This is an optimization exercise on Yosys and OpenROAD, whose aim is small area, a short achievable clock period and few clock cycles per item, not a production implementation.
RTL that was checked went through simulation tests only; none was proved equivalent to the original.
For run 1, only the layout was checked, not whether the RTL still works.

## flow/design.v (module list and top-level ports; edited modules follow where they fit)
// module km_mul_pipe: 5176 lines
module km_mul_pipe (
    input  logic        clk,
    input  logic        rst,
    input  logic        in_valid,
    output logic        in_ready,
    input  logic        mode,
    input  logic [31:0] in1,
    input  logic [31:0] in2,
    input  logic [3:0]  in_tag,
    output logic        out_valid,
    input  logic        out_ready,
    output logic [3:0]  out_tag,
    output logic [31:0] out_L,
    output logic [31:0] out_H
);
  // ...
==> flow/flow/run.sh <==
#!/bin/bash
# Layout flow: the standard ORFS flow with two changes.
#  1. The port buffers are buf_2 cells instead of the delay buffer buffer_ports picks.
#  2. Between synthesis and floorplan, flow/fixinv.py removes inverters between
#     full-adder cells by flipping the polarity of some adders (a full adder is
#     self-dual) and swapping some xor2/xnor2 cells. Registers and their names
#     are untouched.
# Each tool's output goes to a log file in this folder.
set -euo pipefail
W=$(pwd)
R=$W/orfs/results/$FLOW_PLATFORM/km_mul_pipe/base
PB='BUFFER_PORTS_ARGS=-buffer_cell sky130_fd_sc_hd__buf_2'
bash standard.sh "$PB" synth > "$W/flow_synth.log" 2>&1
cp "$R/1_2_yosys.v" "$W/synth_netlist.v"
python3 flow/fixinv.py "$W/synth_netlist.v" "$W/fixed_netlist.v" > "$W/flow_fixinv.log" 2>&1
cat "$W/flow_fixinv.log"
cp "$W/fixed_netlist.v" "$R/1_2_yosys.v"
rm -f "$R/1_synth.odb" "$R/1_synth.sdc"
bash standard.sh "$PB" finish > "$W/flow_finish.log" 2>&1
==> flow/flow/fixinv.py <==
#!/usr/bin/env python3
"""Remove inverters between full-adder cells in a Yosys gate netlist.

A full adder is self-dual: FA(~a, ~b, ~c) = ~FA(a, b, c) for both sum and
carry. Yosys's extract_fa picks each adder's polarity on its own, which leaves
an inverter on many adder-to-adder wires. This script chooses, for every
sky130 fa cell, whether to use it in flipped polarity (inputs and outputs
complemented), and for every xor2/xnor2 cell whose output is handled here,
whether to swap it for the other one (same size, complemented output), so
that as few inverters as possible are needed, then rewires the netlist: each wire that needs its complement gets one inverter, and the
old inverters in those wires are removed. Registers and ports are untouched;
the function of every register input and output port stays the same.

usage: fixinv.py IN.v OUT.v
"""
import re
import sys
from collections import defaultdict

src = open(sys.argv[1]).read()
OUTPINS = {'X', 'Y', 'Q', 'Q_N', 'SUM', 'COUT', 'HI', 'LO'}
PFX = 'sky130_fd_sc_hd__'

m = re.search(r'\bmodule\b.*?;', src, re.S)
body_start = m.end()
body_end = src.rindex('endmodule')
body = src[body_start:body_end]

# split into statements
stmts = []
pos = 0
for mm in re.finditer(r';', body):
    stmts.append(body[pos:mm.end()])
    pos = mm.end()
tail = body[pos:]

ports = set()
for st in stmts:
    s = st.strip()
    mp = re.match(r'(input|output|inout)\s+(\[[^\]]*\]\s*)?(\S+)\s*;', s)
    if mp:
        ports.add(mp.group(3))

inst_re = re.compile(r'^\s*(\S+)\s+(\S+)\s*\((.*)\)\s*;\s*$', re.S)
pin_re = re.compile(r'\.(\w+)\(\s*((?:\\\S+\s)|[^()]*?)\s*\)')

insts = []   # dict(type, name, pins{pin: net}, idx)
for i, st in enumerate(stmts):
    s = st.strip()
    if not s.startswith(PFX):
        continue
    mi = inst_re.match(st)
    if not mi:
        continue
    pins = {}
    for pm in pin_re.finditer(mi.group(3)):
        pins[pm.group(1)] = pm.group(2).strip()
    insts.append({'type': mi.group(1)[len(PFX):], 'name': mi.group(2), 'pins': pins, 'idx': i})


def is_inv(c):
    return re.match(r'inv_\d+$', c['type']) is not None


def is_fa(c):
    return re.match(r'fa_\d+$', c['type']) is not None


def is_xo(c):
    return re.match(r'x(n?)or2_[124]$', c['type']) is not None


def outpin(c):
    for p in ('X', 'Y', 'SUM', 'COUT', 'Q'):
        if p in c['pins']:
            return p


def portbase(net):
    return re.sub(r'\s*\[\d+\]$', '', net)


driver = {}
loads = defaultdict(list)
for c in insts:
    for p, n in c['pins'].items():
        if p in OUTPINS:
            driver[n] = (c, p)
        else:
            loads[n].append((c, p))


def isconst(n):
    return "'" in n


def base_of(n):
    par = 0
    while n in driver and is_inv(driver[n][0]):
        n = driver[n][0]['pins']['A']
        par ^= 1
    return n, par


def tree(b):
    """consumer pins of base net b through inverter chains: list of (cell, pin, parity),
    plus the inverters and nets in the tree; None if a port sits inside the tree."""
    cons = []
    invs = []
    nets = []
    stack = [(b, 0)]
    while stack:
        n, par = stack.pop()
        nets.append(n)
        for c, p in loads[n]:
            if is_inv(c):
                invs.append(c)
                stack.append((c['pins']['Y'], par ^ 1))
            else:
                cons.append((c, p, par))
    for n in nets[1:]:
        if portbase(n) in ports:
            return None
    return cons, invs


fas = [c for c in insts if is_fa(c)]
nfa_cells = len(fas)
fas += [c for c in insts if is_xo(c)]
fa_id = {id(c): k for k, c in enumerate(fas)}

# in-scope base nets: driven by an FA, or feeding an FA input
scope = {}
for c in fas[:nfa_cells]:
    for p in ('COUT', 'SUM'):
        n = c['pins'].get(p)
        if n is not None:
            scope[n] = None
    for p in ('A', 'B', 'CIN'):
        n = c['pins'][p]
        if isconst(n):
            continue
        b, _ = base_of(n)
        scope[b] = None
frozen = set()
for b in list(scope):
    if isconst(b):
        del scope[b]
        continue
    t = tree(b)
    if t is None:
        del scope[b]
        continue
    scope[b] = t
# an FA touching an out-of-scope net (or a constant) keeps its polarity;
# so does an xor gate whose output is not in scope
for c in fas[nfa_cells:]:
    if c['pins'].get(outpin(c)) not in scope:
        frozen.add(fa_id[id(c)])
for c in fas[:nfa_cells]:
    ok = True
    for p in ('A', 'B', 'CIN'):
        n = c['pins'][p]
        if isconst(n) or base_of(n)[0] not in scope:
            ok = False
    for p in ('COUT', 'SUM'):
        if c['pins'].get(p) not in scope:
            ok = False
    if not ok:
        frozen.add(fa_id[id(c)])

f = [0] * len(fas)
drv_fa = {}
for b in scope:
    if b in driver and (is_fa(driver[b][0]) or is_xo(driver[b][0])):
        drv_fa[b] = fa_id[id(driver[b][0])]
# nets touching each FA
fa_nets = defaultdict(set)
for b, (cons, invs) in scope.items():
    if b in drv_fa:
        fa_nets[drv_fa[b]].add(b)
    for c, p, par in cons:
        if is_fa(c):
            fa_nets[fa_id[id(c)]].add(b)
        elif is_xo(c) and id(c) in fa_id:
            pass


def net_cost(b):
    cons, _ = scope[b]
    phys = f[drv_fa[b]] if b in drv_fa else 0
    for c, p, par in cons:
        need = par ^ (f[fa_id[id(c)]] if is_fa(c) else 0)
        if need != phys:
            return 1
    return 0


before = sum(net_cost(b) for b in scope)
old_invs = sum(len(scope[b][1]) for b in scope)
changed = True
rounds = 0
while changed and rounds < 50:
    changed = False
    rounds += 1
    for k in range(len(fas)):
        if k in frozen:
            continue
        ns = fa_nets[k]
        c0 = sum(net_cost(b) for b in ns)
        f[k] ^= 1
        c1 = sum(net_cost(b) for b in ns)
        if c1 < c0:
            changed = True
        else:
            f[k] ^= 1
# annealing on top of the greedy result (deterministic seed)
import math
import random
rng = random.Random(1)
free = [k for k in range(len(fas)) if k not in frozen]
cur = sum(net_cost(b) for b in scope)
best = cur
bestf = list(f)
if free:
    steps = 60 * len(free)
    for it in range(steps):
        T = 1.0 * (1 - it / steps) + 0.02
        k = rng.choice(free)
        ns = fa_nets[k]
        c0 = sum(net_cost(b) for b in ns)
        f[k] ^= 1
        c1 = sum(net_cost(b) for b in ns)
        d = c1 - c0
        if d <= 0 or rng.random() < math.exp(-d / T):
            cur += d
            if cur < best:
                best = cur
                bestf = list(f)
        else:
            f[k] ^= 1
    f[:] = bestf
after = sum(net_cost(b) for b in scope)

# rewrite
newpins = {}     # (cell name, pin) -> net
dead = set()
extra = []
cnt = 0
for b, (cons, invs) in scope.items():
    phys = f[drv_fa[b]] if b in drv_fa else 0
    for c in invs:
        dead.add(c['name'])
    invnet = None
    for c, p, par in cons:
        need = par ^ (f[fa_id[id(c)]] if is_fa(c) else 0)
        if need == phys:
            newpins[(c['name'], p)] = b
        else:
            if invnet is None:
                cnt += 1
                invnet = 'fixinv_n%d' % cnt
                extra.append('  wire %s;\n' % invnet)
                extra.append('  %sinv_1 fixinv_%d (\n    .A(%s),\n    .Y(%s)\n  );\n' % (PFX, cnt, b if not b.startswith('\\') else b + ' ', invnet))
            newpins[(c['name'], p)] = invnet


def fmtnet(n):
    return n + ' ' if n.startswith('\\') else n


out_stmts = []
for c in insts:
    pass
byidx = {c['idx']: c for c in insts}
for i, st in enumerate(stmts):
    c = byidx.get(i)
    if c is None:
        out_stmts.append(st)
        continue
    if c['name'] in dead:
        continue
    xflip = is_xo(c) and f[fa_id[id(c)]] == 1
    if xflip:
        if c['type'].startswith('xor'):
            c['type'] = 'xn' + c['type'][1:]
            c['pins'] = {('Y' if p == 'X' else p): n for p, n in c['pins'].items()}
        else:
            c['type'] = 'x' + c['type'][2:]
            c['pins'] = {('X' if p == 'Y' else p): n for p, n in c['pins'].items()}
    if not xflip and not any((c['name'], p) in newpins for p in c['pins']):
        out_stmts.append(st)
        continue
    pins = dict(c['pins'])
    for p in pins:
        if (c['name'], p) in newpins:
            pins[p] = newpins[(c['name'], p)]
    txt = '\n  %s%s %s (\n%s\n  );' % (PFX, c['type'], c['name'],
                                       ',\n'.join('    .%s(%s)' % (p, fmtnet(n)) for p, n in pins.items()))
    out_stmts.append(txt)

res = src[:body_start] + ''.join(out_stmts) + '\n' + ''.join(extra) + tail + src[body_end:]
open(sys.argv[2], 'w').write(res)
print('fa cells %d, xor cells %d (frozen %d), flipped %d; inverters in scope before %d (needed %d), after %d'
      % (nfa_cells, len(fas) - nfa_cells, len(frozen), sum(f), old_invs, before, after))
==> flow/standard.sh <==
#!/bin/bash
# synth_recipe.tcl (not shown) runs the flow's synth.tcl, then flattens the netlist and writes it again
# the make line also repeats each setting of config.mk as NAME=value (left out here)
make -C /OpenROAD-flow-scripts/flow DESIGN_CONFIG=/design/flow/config.mk WORK_HOME=/design/flow/orfs CLKGATE_MAP_FILE= SYNTH_SCRIPT=/design/flow/synth_recipe.tcl "${@:-finish}"
==> flow/config.mk <==
export PLATFORM = sky130hd
export DESIGN_NAME = km_mul_pipe
export DESIGN_NICKNAME = km_mul_pipe
export VERILOG_FILES = /design/flow/design.v
export SDC_FILE = /design/flow/constraint.sdc
export NUM_CORES = 4
export LEC_CHECK = 0
export CAP_MARGIN = 20
export CORE_MARGIN = 2
export CORE_UTILIZATION = 45
export SETUP_SLACK_MARGIN = 3.2
export SLEW_MARGIN = 20
==> flow/constraint.sdc <==
create_clock -name core_clock -period 7.0 [get_ports {clk}]
set_input_delay 1.4000 -clock core_clock [delete_from_list [all_inputs] [get_ports {clk}]]
set_output_delay 1.4000 -clock core_clock [all_outputs]
set_load 0.01 [all_outputs]
==> run_results.csv, run 1 <==
group,metric,value,unit
routing,met1_length,41700,um
timing,rsz0062_at_grt,"true",
floorplan,start_util,45.6,%
final_layout,multi_input_area_share,59.4,%
final_layout,antennaDiodeCount,0,
timing,fin_crit_sh,54.2,%
routing,drt_pre_antenna_iters,6,
routing,routed_wl,110000,um
worst_setup_path,critPathTopFamily,"adder cells",
final_layout,regArea,0.00989,mm^2
routing,drtAntennaViolNets,0,
hold_path,hold_class,"flop to flop",
final_layout,fin_area,0.0379,mm^2
final_layout,clock_area_share,3.41,%
final_layout,signal_buffers,323,
timing,worst_pin_slew,0.920,ns
final_layout,largest_class,"multi-input gates",
place,gp_congestion,0.930,
timing,relSlewSlack,38.7,%
clocking,cts.sinks,330,
final_layout,nClkBuffers,56,
final_layout,final_common_cell,"a22oi_1",
clocking,postCtsResizedCells,77,
clocking,cts.clk_slew.worst_paths,0.06,ns
worst_setup_path,crit_end,"r2_gp_1739",
final_layout,final_nets,3518,
timing,hold_viol_final,0,
place,portBuffers,142,
final_layout,final_cell_count_no_fill,3832,
place,postPlaceCellArea,0.0349,mm^2
global_route,grt.met3_usage,8.58,%
worst_setup_path,cp_slowest_cell,"fa_1",
clocking,numCtsBuffers,39,
final_layout,multiInputGateArea,0.0225,mm^2
global_route,grt_busiest_layer,"met2",
status,status,"no timing/DRC/antenna violations",
hold_path,hold_end,"o_q[6]",
timing,fin_hold_ws,0.419,ns
final_layout,final_util,51.8,%
==> inputs of run 2 (changes only) <==
--- a/flow/design.v
+++ b/flow/design.v
@@ -11,16 +11,17 @@
     input  logic        out_ready,
     output logic [3:0]  out_tag,
     output logic [31:0] out_L,
     output logic [31:0] out_H
 );
     logic        adv;
     logic        o_v;
     logic [2:1] v;
+    logic [3:0]  tag_q [1:2];
     logic [63:0] res;
     logic [3:0]  res_tag;
     logic        res_v;
     logic [63:0] o_q;
     logic [3:0]  o_tag;
     assign adv = !o_v || out_ready;
     assign in_ready = adv;
     assign out_valid = o_v;
@@ -2567,17 +2568,16 @@
     logic r2_s_2214;
     logic r2_s_2215;
     logic r2_s_2216;
     logic r2_s_2217;
     logic r2_s_2218;
     logic r2_s_2219;
     logic r2_s_2220;
     logic r2_s_2221;
-    logic [3:0] tag_q [1:2];
     assign b_1 = mode ? in1[0] : in2[0];
     assign b_2 = mode ? in1[1] : in2[1];
     assign b_3 = mode ? in1[2] : in2[2];
     assign b_4 = mode ? in1[3] : in2[3];
     assign b_5 = mode ? in1[4] : in2[4];
     assign b_6 = mode ? in1[5] : in2[5];
     assign b_7 = mode ? in1[6] : in2[6];
     assign b_8 = mode ? in1[7] : in2[7];
==> run 2 against run 1 <==
Worst setup slack unchanged. Register-to-register slack about the same. Critical path depth unchanged. Area after synthesis unchanged. Synthesized cell count unchanged. Non-clock buffer count unchanged. Flip-flop and latch count unchanged. Clock skew unchanged. Sequential share of layout area unchanged. Core utilization unchanged. Largest cell class unchanged.
==> run_results.csv, run 2 <==
group,metric,value,unit
clocking,clockBufferDepth,3,
hold_path,whs_path_depth,0,
place,hpwl,70700,um
job,cap_viol_max_count,0,
clocking,cts_root_buf,"clkbuf_16",
worst_setup_path,startpoint_type,"flop",
routing,vias,24100,
floorplan,dieArea,0.0764,mm^2
place,place_inst,3665,
floorplan,coreArea,0.0732,mm^2
global_route,first_global_vias,25900,
worst_setup_path,crit_type,"flop to flop",
final_layout,area_growth,13.6,%
final_layout,antennaDiodeCount,0,
clocking,cts_tree,"done",
worst_setup_path,cp.arrival,4.11,ns
place,gp_congestion,0.930,
clocking,clk_latency,0.59,ns
final_layout,multiInputGateArea,0.0225,mm^2
timing,worst_pin_slew,0.920,ns
worst_setup_path,critPathRequiredTime,7.31,ns
yosys,ys_warn_count,2,
final_layout,regArea,0.00989,mm^2
final_layout,largest_register,"o_q",
yosys,syn_area,0.0334,mm^2
yosys,syn_inst,2767,
routing,drt_pre_antenna_iters,6,
global_route,gr-total-overflow,0,
timing,setup_viol,0,
status,status,"no timing/DRC/antenna violations",
global_route,grt_pass1_wl,164000,um
clocking,cts.sinks,330,
final_layout,drive_gt1_share,16.8,%
yosys,syn_avg_cell_area,12.1,um^2
routing,drt_iter0_drc,2856,
clocking,cts_hold_buf,0,
timing,fmax,263,MHz
timing,fin_crit_sh,54.2,%
worst_setup_path,reg2reg_from,"r1_in1_14",
routing,drtAntennaViolNets,0,
floorplan,die_h,276,um
floorplan,start_util,45.6,%
final_layout,final_cell_mix,"470 x a22oi_1, 453 x fa_1, 388 x xnor2_1, 327 x edfxtp_1, 186 x xor2_1",
worst_setup_path,crit_end,"r2_gp_1739",
routing,post-route-drc-count,0,
final_layout,fill_cells,6275,
worst_setup_path,cp-startpoint,"r1_in1_14",
global_route,grt_max_degree,143,
clocking,cts.clk_slew.worst_paths,0.06,ns
routing,viasPerCell,6.29,
final_layout,largestRegisters,"o_q x64, tag_q x8, o_tag x4",
worst_setup_path,rr_endpoint,"r2_gp_1739",
global_route,grt_usage,28.4,%
hold_path,hold_class,"flop to flop",
timing,setup-tns-final,0,ns
worst_setup_path,end_kind,"flop",
place,portBuffers,142,
final_layout,final_cell_count_no_fill,3832,
timing,hold_viol_final,0,
timing,slew_violations,0,
worst_setup_path,regToRegSetupSlack,3.20,ns
worst_setup_path,path_max_fanout,33,
timing,final.min_clock_period,3.80,ns
worst_setup_path,worstRegToRegCells,9,
routing,wl_per_cell,28.6,um
floorplan,rows,99,
yosys,synth_nets,3442,
final_layout,final_nets,3518,
timing,fin_skew,0.0341,ns
timing,relSlewSlack,38.7,%
final_layout,largest_reg_flops,64,
timing,rsz0062_at_grt,"true",
clocking,htree_levels,2,
global_route,antenna_found_initial,1,
floorplan,io_pins,143,
final_layout,final_common_cell,"a22oi_1",
clocking,numCtsBuffers,39,
floorplan,die_w,276,um
routing,routed_wl,110000,um
## run 2: worst max-delay path, cell delays in order (launching register included)
cell and delay [ns]:
edfxtp_1 0.42, buf_12 0.20, a22oi_2 0.23, xnor2_1 0.09, ha_1 0.35, fa_1 0.53
fa_2 0.38, fa_1 0.50, fa_1 0.55, ha_1 0.22
## run 2: routing by layer
| metal | part of all wire, % | global-route usage (%) | vias to the layer above |
|---|---|---|---|
| li1 | - | - | 9860 |
| met1 | 38 | 38.0 | 12200 |
| met2 | 44 | 43.3 | 1687 |
| met3 | 13 | 8.58 | 355 |
| met4 | 4.6 | 11.5 | 0 |
| met5 | 0 | 0 | - |
## run 2: worst min-delay path by stage
| stage | startpoint | end | slack [ns] |
|---|---|---|---|
| floorplan | r2_gp_1705 | o_q[0] | 0.40 |
| global placement | tag_q[2][1] | o_tag[1] | 0.40 |
| detailed placement | tag_q[2][0] | o_tag[0] | 0.41 |
| CTS | tag_q[2][0] | o_tag[0] | 0.42 |
| global route | tag_q[2][0] | o_tag[0] | 0.43 |
| finish | r2_s_2219 | o_q[6] | 0.42 |
## run 2: repair_timing
item | 4_1_cts | 5_1_grt
buffers inserted | 73 | 19
setup endpoints to repair | 172 | 51
resized for setup | 77 | 135
pin swaps | 22 | 69
endpoints found under the hold margin | 0 | 0
gates cloned | 2 | 2
## run 2: area by class of cell
| class | count | area share [%] |
|---|---|---|
| multi-input combinational | 2050 | 59.4 |
| sequential | 330 | 26.1 |
| timing repair buffer | 323 | 6.87 |
| tap | 959 | 3.16 |
| clock buffer | 56 | 2.82 |
| inverter | 99 | 1.08 |
| clock inverter | 15 | 0.587 |
## run 2: through the flow
stage / worst slack [ns] / area, um^2 / util [%] / hold slack, ns
2_1_floorplan: 1.89 / 33400 / - / 0.400
3_3_place_gp: 2.36 / 34900 / 47.7 / 0.401
3_5_place_dp: 2.31 / 34900 / 47.7 / 0.406
4_1_cts: 3.16 / 37200 / 50.8 / 0.420
5_1_grt: 3.08 / 37900 / 51.8 / 0.426
6_report: 3.20 / 37900 / 51.8 / 0.419
Testbench counts of run 2, summed over its fixed seeds: cycles 8,024, items 8,000.
==> inputs of run 3 (changes only) <==
--- a/flow/config.mk
+++ b/flow/config.mk
@@ -9,4 +9,4 @@
 export CORE_MARGIN = 2
 export CORE_UTILIZATION = 45
-export SETUP_SLACK_MARGIN = 3.2
+export SETUP_SLACK_MARGIN = 3.0
 export SLEW_MARGIN = 20
==> run 3 against run 2 <==
Still clean. Final cell count is 0.81% lower. Fmax fell by 3.5%. Design area fell by 2.2%. Critical path type unchanged.
==> run_results.csv, run 3 <==
group,metric,value,unit
clocking,cts.clk_slew.worst_paths,0.06,ns
final_layout,antennaDiodeCount,0,
clocking,cts.sinks,330,
worst_setup_path,reg2reg_from,"r1_one_403",
timing,final.min_clock_period,3.93,ns
worst_setup_path,cp-startpoint,"r1_one_403",
timing,setup-tns-final,0,ns
worst_setup_path,end_kind,"flop",
worst_setup_path,path_cells,"buf_4, a22oi_1, xor2_1, fa_1, fa_1, fa_1, fa_1, fa_1",
final_layout,final_nets,3492,
clocking,htree_levels,2,
clocking,cts_tree,"done",
final_layout,final_common_cell,"a22oi_1",
floorplan,die_w,276,um
floorplan,coreArea,0.0732,mm^2
worst_setup_path,regToRegSetupSlack,3.07,ns
routing,wl_per_cell,28.3,um
timing,slew_violations,0,
routing,post-route-drc-count,0,
yosys,syn_area,0.0334,mm^2
place,place_ws,2.13,ns
worst_setup_path,cp_slowest_cell,"edfxtp_1",
final_layout,drive_gt1_share,13.7,%
timing,relSlewSlack,36.6,%
routing,drt_pre_antenna_iters,9,
worst_setup_path,critPathRequiredTime,7.30,ns
timing,fmax,254,MHz
final_layout,multiInputGateArea,0.0221,mm^2
worst_setup_path,worstRegToRegCells,8,
worst_setup_path,rr_endpoint,"r2_fa_1533",
worst_setup_path,path_max_fanout,12,
final_layout,largestRegisters,"o_q x64, tag_q x8, o_tag x4",
final_layout,area_growth,11.1,%
floorplan,start_util,45.6,%
final_layout,largest_reg_flops,64,
timing,fin_crit_sh,56.2,%
clocking,numCtsBuffers,38,
floorplan,io_pins,143,
floorplan,rows,99,
final_layout,largest_register,"o_q",
routing,drtAntennaViolNets,0,
place,gp_congestion,0.938,
worst_setup_path,startpoint_type,"flop",
timing,fin_skew,0.0237,ns
yosys,syn_avg_cell_area,12.1,um^2
global_route,grt_usage,28.0,%
timing,hold_viol_final,0,
timing,rsz0062_at_grt,"true",
routing,viasPerCell,6.29,
worst_setup_path,crit_type,"flop to flop",
place,hpwl,70100,um
final_layout,regArea,0.00989,mm^2
yosys,syn_inst,2767,
job,cap_viol_max_count,0,
hold_path,hold_start,"r2_s_2215",
hold_path,hold_end,"o_q[2]",
clocking,cts_root_buf,"clkbuf_16",
final_layout,fill_cells,6406,
final_layout,final_cell_mix,"496 x a22oi_1, 472 x fa_1, 391 x xnor2_1, 327 x edfxtp_1, 186 x xor2_1",
floorplan,die_h,276,um
yosys,synth_nets,3442,
place,portBuffers,142,
timing,setup_slack,3.07,ns
floorplan,dieArea,0.0764,mm^2
worst_setup_path,crit_top_cell,"fa_1",
hold_path,whs_path_depth,0,
global_route,gr-total-overflow,0,
timing,setup_viol,0,
worst_setup_path,max_stage_delay,0.75,ns
global_route,antenna_found_initial,1,
worst_setup_path,cp.arrival,4.24,ns
clocking,clockBufferDepth,3,
routing,routed_wl,108000,um
hold_path,hold_class,"flop to flop",
timing,worst_pin_slew,0.951,ns
global_route,grt_pass1_wl,161000,um
global_route,first_global_vias,25500,
status,status,"no timing/DRC/antenna violations",
clocking,clk_latency,0.58,ns
global_route,grt_max_degree,134,
routing,vias,23900,
routing,drt_iter0_drc,3043,
yosys,ys_warn_count,2,
## run 3: cell type report
class / instances / area share (%)
flip-flops and latches: 330 / 26.7
repair buffers: 298 / 5.84
clock inverters: 24 / 0.790
inverters: 99 / 1.08
clock buffers: 41 / 2.65
well taps: 959 / 3.24
multi-input cells: 2050 / 59.7
## run 3: stage by stage
stage,hold slack (ns),util (%),cell area (um^2),instances
after floorplan,0.400,-,33400,2767
after global placement,0.400,47.6,34900,3664
after detailed placement,0.405,47.7,34900,3665
after CTS,0.418,50.1,36700,3778
after global routing,0.422,50.7,37100,3801
final,0.416,50.7,37100,3801
## run 3: worst max path at each step
| stage | end | slack, ns | cells past startpoint |
|---|---|---|---|
| final | r2_fa_1533 | 3.07 | 8 |
| after global placement | r2_P_1887 | 2.24 | 8 |
| after CTS | r2_P_1887 | 3.00 | 9 |
| after detailed placement | r2_P_1887 | 2.13 | 8 |
| after global routing | o_q[37] | 2.97 | 11 |
| after floorplan | in_ready | 1.89 | 1 |
## run 3: worst max-delay path: cells and delay by family (launching register included)
kind                     cells  cell delay [ns]
AO/OA/AOI/OAI                1             0.12
buffers and inverters        1             0.32
adder cells (fa/ha/maj)      5             2.26
XOR/XNOR                     1             0.19
flip-flops                   1             0.75
## run 3: layer usage
layer  part of all wire, %  wire length (um)  track usage [%]  vias to the layer above
met5                     0                 0                0                        -
met2                    44             46800             42.1                     1702
met1                    39             41500             37.6                    12100
li1                      -                 -                -                     9801
met3                    13             14500             8.94                      337
met4                   4.5              4790             11.4                        0
## run 3: timing repair
item / CTS / global route
pin swaps: 0 / 7
hold buffers: 0 / 0
setup buffers: 48 / 21
resized for setup: 20 / 44
cloned: 0 / 2
endpoints found under the setup margin: 159 / 42

static timing again, ports no longer ideal:
The flow's constraints put no driver on any port. The routed layouts listed below were extracted and timed again, unchanged, in two steps.
Step 1, drivers: a clkbuf_16 drives clk and a buf_2 each remaining input, both assumed.
Step 2 moves the port delays by t, midway between the first and last clock arrival at a register: inputs arrive t later, outputs are due t later. That takes back most of the time a late clock gives input paths.
Three values: ideal, step 1, step 2; two values: the first two.
run	shift t [ns]	slack for setup (ns)	latest minus earliest clock arrival (ns)	cell pins on the clock port's net
run 1	0.632	3.204 / 3.204 / 3.204	0.034 / 0.034	1
run 2	0.632	3.204 / 3.204 / 3.204	0.034 / 0.034	1
run 3	0.631	3.068 / 3.068 / 3.068	0.024 / 0.024	1
After both steps setup and hold are still met in every run listed.
